This design comes from an exercise in tuning for small area, a short achievable clock period and few clock cycles per item on the open sky130 flow, not from production work. Function was checked by simulation only, so behaviour that the tests miss may differ from the original.

## oak
Design sha256_stream_hasher, start of the top module:
module sha256_stream_hasher (
  input  wire         clk,
  input  wire         rst_n,
  input  wire         in_tvalid,
  output logic        in_tready,
  input  wire  [7:0]  in_tdata,
  input  wire  [1:0]  in_tuser,
  output logic        out_tvalid,
  input  wire         out_tready,
  output logic [31:0] out_tdata,
  output logic [4:0]  out_tuser,
  output logic        out_tlast
);
  function automatic logic [31:0] bsig0(input logic [31:0] x);
    bsig0 = {x[1:0], x[31:2]} ^ {x[12:0], x[31:13]} ^ {x[21:0], x[31:22]};
  endfunction
  function automatic logic [31:0] bsig1(input logic [31:0] x);
    bsig1 = {x[5:0], x[31:6]} ^ {x[10:0], x[31:11]} ^ {x[24:0], x[31:25]};
  endfunction
  function automatic logic [31:0] ssig0(input logic [31:0] x);
    ssig0 = {x[6:0], x[31:7]} ^ {x[17:0], x[31:18]} ^ {3'b000, x[31:3]};
  endfunction
  function automatic logic [31:0] ssig1(input logic [31:0] x);
    ssig1 = {x[16:0], x[31:17]} ^ {x[18:0], x[31:19]} ^ {10'd0, x[31:10]};
  endfunction
  logic        s_valid;
  logic [1:0]  s_mode;
  logic [7:0]  s_data;
  logic [15:0] len_r;
  logic        done_r;
  logic        msg_first;
  logic [5:0]  fill_r;
  logic        pad_active;
  logic        pad_wrap;
  logic [511:0] ib_r;
  logic        ib_full;
  logic        ib_first;
  logic        ib_last;
  logic [31:0] w_r [0:15];
  ...
For scale: roughly 11,000 cells after synthesis, roughly 1,700 flip-flops, about 84,000 sq um of cells after synthesis.
==> flow/config.mk <==
export PLATFORM = sky130hd
export DESIGN_NAME = sha256_stream_hasher
export DESIGN_NICKNAME = sha256_stream_hasher
export VERILOG_FILES = /design/flow/design.v
export SDC_FILE = /design/flow/constraint.sdc
export NUM_CORES = 4
export LEC_CHECK = 0
export ABC_AREA = 1
export CAP_MARGIN = 20
export CORE_MARGIN = 2
export CORE_UTILIZATION = 40
export CTS_CLUSTER_DIAMETER = 60
export CTS_CLUSTER_SIZE = 24
export PLACE_DENSITY = 0.6
export SLEW_MARGIN = 20
==> flow/constraint.sdc <==
create_clock -name core_clock -period 11.0 [get_ports {clk}]
set_input_delay 2.2000 -clock core_clock [delete_from_list [all_inputs] [get_ports {clk}]]
set_output_delay 2.2000 -clock core_clock [all_outputs]
set_load 0.01 [all_outputs]
standard.sh (not shown) runs the stock make flow with config.mk's settings and CLKGATE_MAP_FILE= SYNTH_SCRIPT=/design/flow/synth_recipe.tcl, a recipe that flattens the netlist after the stock synthesis.
==> flow/flow/run.sh <==
#!/bin/bash
set -euo pipefail
bash standard.sh ADDER_MAP_FILE= "BUFFER_PORTS_ARGS=-buffer_cell sky130_fd_sc_hd__buf_2" \
  SETUP_SLACK_MARGIN=7.4 finish > standard_flow.log 2>&1
oak reached the final stage; the timing, DRC and antenna checks on its layout passed.
Testbench counts of oak, summed over its fixed seeds: cycles 73,764, bytes 62,512.
Relative to oak, the following input files were edited for pine:
- changing CTS_CLUSTER_SIZE from 24 to 30
-- flow/flow/run.sh --
<<< oak, line 4
  SETUP_SLACK_MARGIN=7.4 finish > standard_flow.log 2>&1
>>> pine, line 4
  SETUP_SLACK_MARGIN=7.5 finish > standard_flow.log 2>&1
Findings:
- pine vs oak — flip-flop and latch share of the layout cell area dropped 0.51 points.
- Against oak, pine comes in 6 higher on critical path depth.
- pine vs oak, met1 usage in global routing went up by 1.5 points.
- For oak, the end point of the critical path was out_tuser[1], unlike pine, where it was o_data[7]$_SDFFCE_PP0P_.
- Going from oak to pine, final standard cell count with taps included and fillers excluded neither gained nor lost much; total clock buffers created by CTS lost 5.

* * *

## job 5951
Another version of the RTL of sha256_stream_hasher (not shown whole).
Size in the first run: about 1700 flip-flops, about 54 I/O pins, roughly 82000 µm² of cells after synthesis.
## sha256_stream_hasher
module sha256_stream_hasher (
  input  wire         clk,
  input  wire         rst_n,
  input  wire         in_tvalid,
  output logic        in_tready,
  input  wire  [7:0]  in_tdata,
  input  wire  [1:0]  in_tuser,
  output logic        out_tvalid,
  input  wire         out_tready,
  output logic [31:0] out_tdata,
  output logic [4:0]  out_tuser,
  output logic        out_tlast
);
==> flow/config.mk <==
export PLATFORM = sky130hd
export DESIGN_NAME = sha256_stream_hasher
export DESIGN_NICKNAME = sha256_stream_hasher
export VERILOG_FILES = /design/flow/design.v
export SDC_FILE = /design/flow/constraint.sdc
export NUM_CORES = 4
export LEC_CHECK = 0
export ABC_AREA = 1
export CAP_MARGIN = 20
export CORE_MARGIN = 2
export CORE_UTILIZATION = 40
export PLACE_DENSITY = 0.6
export SLEW_MARGIN = 20
==> flow/constraint.sdc <==
create_clock -name core_clock -period 11.0 [get_ports {clk}]
set_input_delay 2.2000 -clock core_clock [delete_from_list [all_inputs] [get_ports {clk}]]
set_output_delay 2.2000 -clock core_clock [all_outputs]
set_load 0.01 [all_outputs]
==> flow/flow/run.sh <==
#!/bin/bash
set -euo pipefail
bash standard.sh ADDER_MAP_FILE= finish > standard_flow.log 2>&1
Testbench counts of job 5951, summed over its fixed seeds: cycles 73,764, bytes 62,512.
For job 812, these inputs were changed with respect to job 5951:
Settings: changing PLACE_DENSITY from 0.6 to 0.7; changing CORE_UTILIZATION from 40 to 50; setting CTS_CLUSTER_SIZE to 24 for the first time; setting CTS_CLUSTER_DIAMETER to 60 for the first time.
==> flow/flow/run.sh <==
#!/bin/bash
set -euo pipefail
bash standard.sh ADDER_MAP_FILE= "BUFFER_PORTS_ARGS=-buffer_cell sky130_fd_sc_hd__buf_2" \
  SETUP_SLACK_MARGIN=7.5 finish > standard_flow.log 2>&1
Notes after the runs:
- Job 812: all stages complete, timing, DRC and antenna checks passed
- Job 5951 | stages: all done | timing, DRC, antenna: all pass
- Cmp job 812 and job 5951 / final period utilization / lower: job 812
- Job 5951 has lower area added between synthesis and finish than job 812.
- Of the two values seen for critical path start-end classification, reg -> reg was produced by job 5951 and reg -> out by job 812.
- In job 812, the clock period minus worst slack came out 1.12 ns below the value in job 5951.
- Between job 5951 and job 812, the flow reports met3 wire length increasing by more than a quarter.
- Of job 812 and job 5951, the run reporting the lower final worst hold slack was job 5951.
- Job 812 ends up with lower sequential share of cell area than job 5951 does.
- In the metrics for job 812 and job 5951, the one carrying the lower least setup slack across all paths after layout is job 5951.
- Compared with job 5951, job 812 shows a lower y dimension of the die.
- Looking at critical path capture point, the p_r[27] result is from job 5951; the out_tdata[7] one comes from job 812.
For job 1010, these inputs were changed with respect to job 812:
Settings: changing PLACE_DENSITY from 0.7 to 0.6; changing CORE_UTILIZATION from 50 to 40; changing CTS_CLUSTER_DIAMETER from 60 to 75; changing CTS_CLUSTER_SIZE from 24 to 30.
==> flow/flow/run.sh <==
#!/bin/bash
set -euo pipefail
bash standard.sh ADDER_MAP_FILE= "BUFFER_PORTS_ARGS=-buffer_cell sky130_fd_sc_hd__buf_2" \
  SETUP_SLACK_MARGIN=7.45 finish > standard_flow.log 2>&1
- Job 1010 ends up with a number of ordinary and repair buffers in the finished layout that is about 3% higher than in job 812.
- Half-perimeter wire length after detailed placement: job 1010 > job 812
- Average vias per placed instance | job 1010 below job 812
- | growth of design area from synthesis to finish | higher: job 1010 |
- Job 1010 vs job 812 — core utilization of the finished layout dropped 12 points.
- Higher wire length was reported by job 1010, not job 812.
- Synthesized instance count: job 812 vs job 1010 — no meaningful difference
Input changes introduced in job 9927 (baseline for comparison: job 1010):
Settings: CTS_CLUSTER_DIAMETER no longer set, was 75; CTS_CLUSTER_SIZE no longer set, was 30.
==> flow/flow/run.sh <==
#!/bin/bash
set -euo pipefail
bash standard.sh ADDER_MAP_FILE= "BUFFER_PORTS_ARGS=-buffer_cell sky130_fd_sc_hd__buf_2" \
  SETUP_SLACK_MARGIN=7.5 finish > standard_flow.log 2>&1
[summary]
Diff job 1010 -> job 9927: setup slack of the critical path after layout moved down; minimum clock period after layout moved up; insertion delay of the later-clocked pin in the worst-skew pair went up 0.07 ns; overall die area level; reg-to-reg setup timing slack +0.07 ns.
Multi-input logic area, job 9927 vs job 1010: up slightly
Area growth from synthesis to final layout, job 9927 and job 1010: lower on job 1010
Wire length of the first global-routing pass (job 9927 vs. job 1010) increases slightly
Edits applied to the flow inputs when going from job 9927 to job 6632:
==> flow/flow/run.sh <==
#!/bin/bash
set -euo pipefail
bash standard.sh SETUP_SLACK_MARGIN=6.5 finish > standard_flow.log 2>&1
--- outcome ---
Of the two values seen for start-to-end type of the worst setup path, reg -> out was produced by job 9927 and reg -> reg by job 6632.
Per the comparison of job 6632 with job 9927, design area lower, area of the multi-input gates lower, sum of routed wire length over all layers lower, number of multi-input combinational cells lower.
From job 9927 to job 6632 the numbers moved as follows: detailed route wirelength on metal2 dropped about 13%.

[what the ideal ports hide]
In the flow no input, the clock included, has a driving cell. The finished layouts below were timed again as built, in two steps.
Step 1 sets driving cells, clkbuf_16 on the clock port and buf_2 on the other inputs (assumed; they add their load-dependent delay and slew).
Step 2 moves the port delays by t, midway between the first and last clock arrival at a register: inputs arrive t later, outputs are due t later. That takes back most of the time a late clock gives input paths.
Slacks: ideal ports / drivers / drivers and shift; pairs: ideal ports / drivers.
run | shift t [ns] | setup WS [ns] | worst data-port slew with drivers (ns)
oak | 0.903 | 7.326 / 7.228 / 7.260 | 0.05
pine | 0.899 | 7.329 / 7.329 / 7.073 | 0.05
job 5951 | 0.934 | 6.086 / 6.086 / 6.086 | 0.09
job 812 | 0.903 | 7.210 / 7.124 / 6.816 | 0.04
job 1010 | 0.877 | 7.404 / 7.312 / 6.838 | 0.06
job 9927 | 0.949 | 7.332 / 7.239 / 6.939 | 0.06
job 6632 | 0.913 | 6.505 / 6.505 / 6.300 | 0.04
After both steps every run listed still meets setup and hold. For job 1010, which loses most, drivers alone change the setup slack by -0.092 ns; drivers and shift together by -0.566 ns.
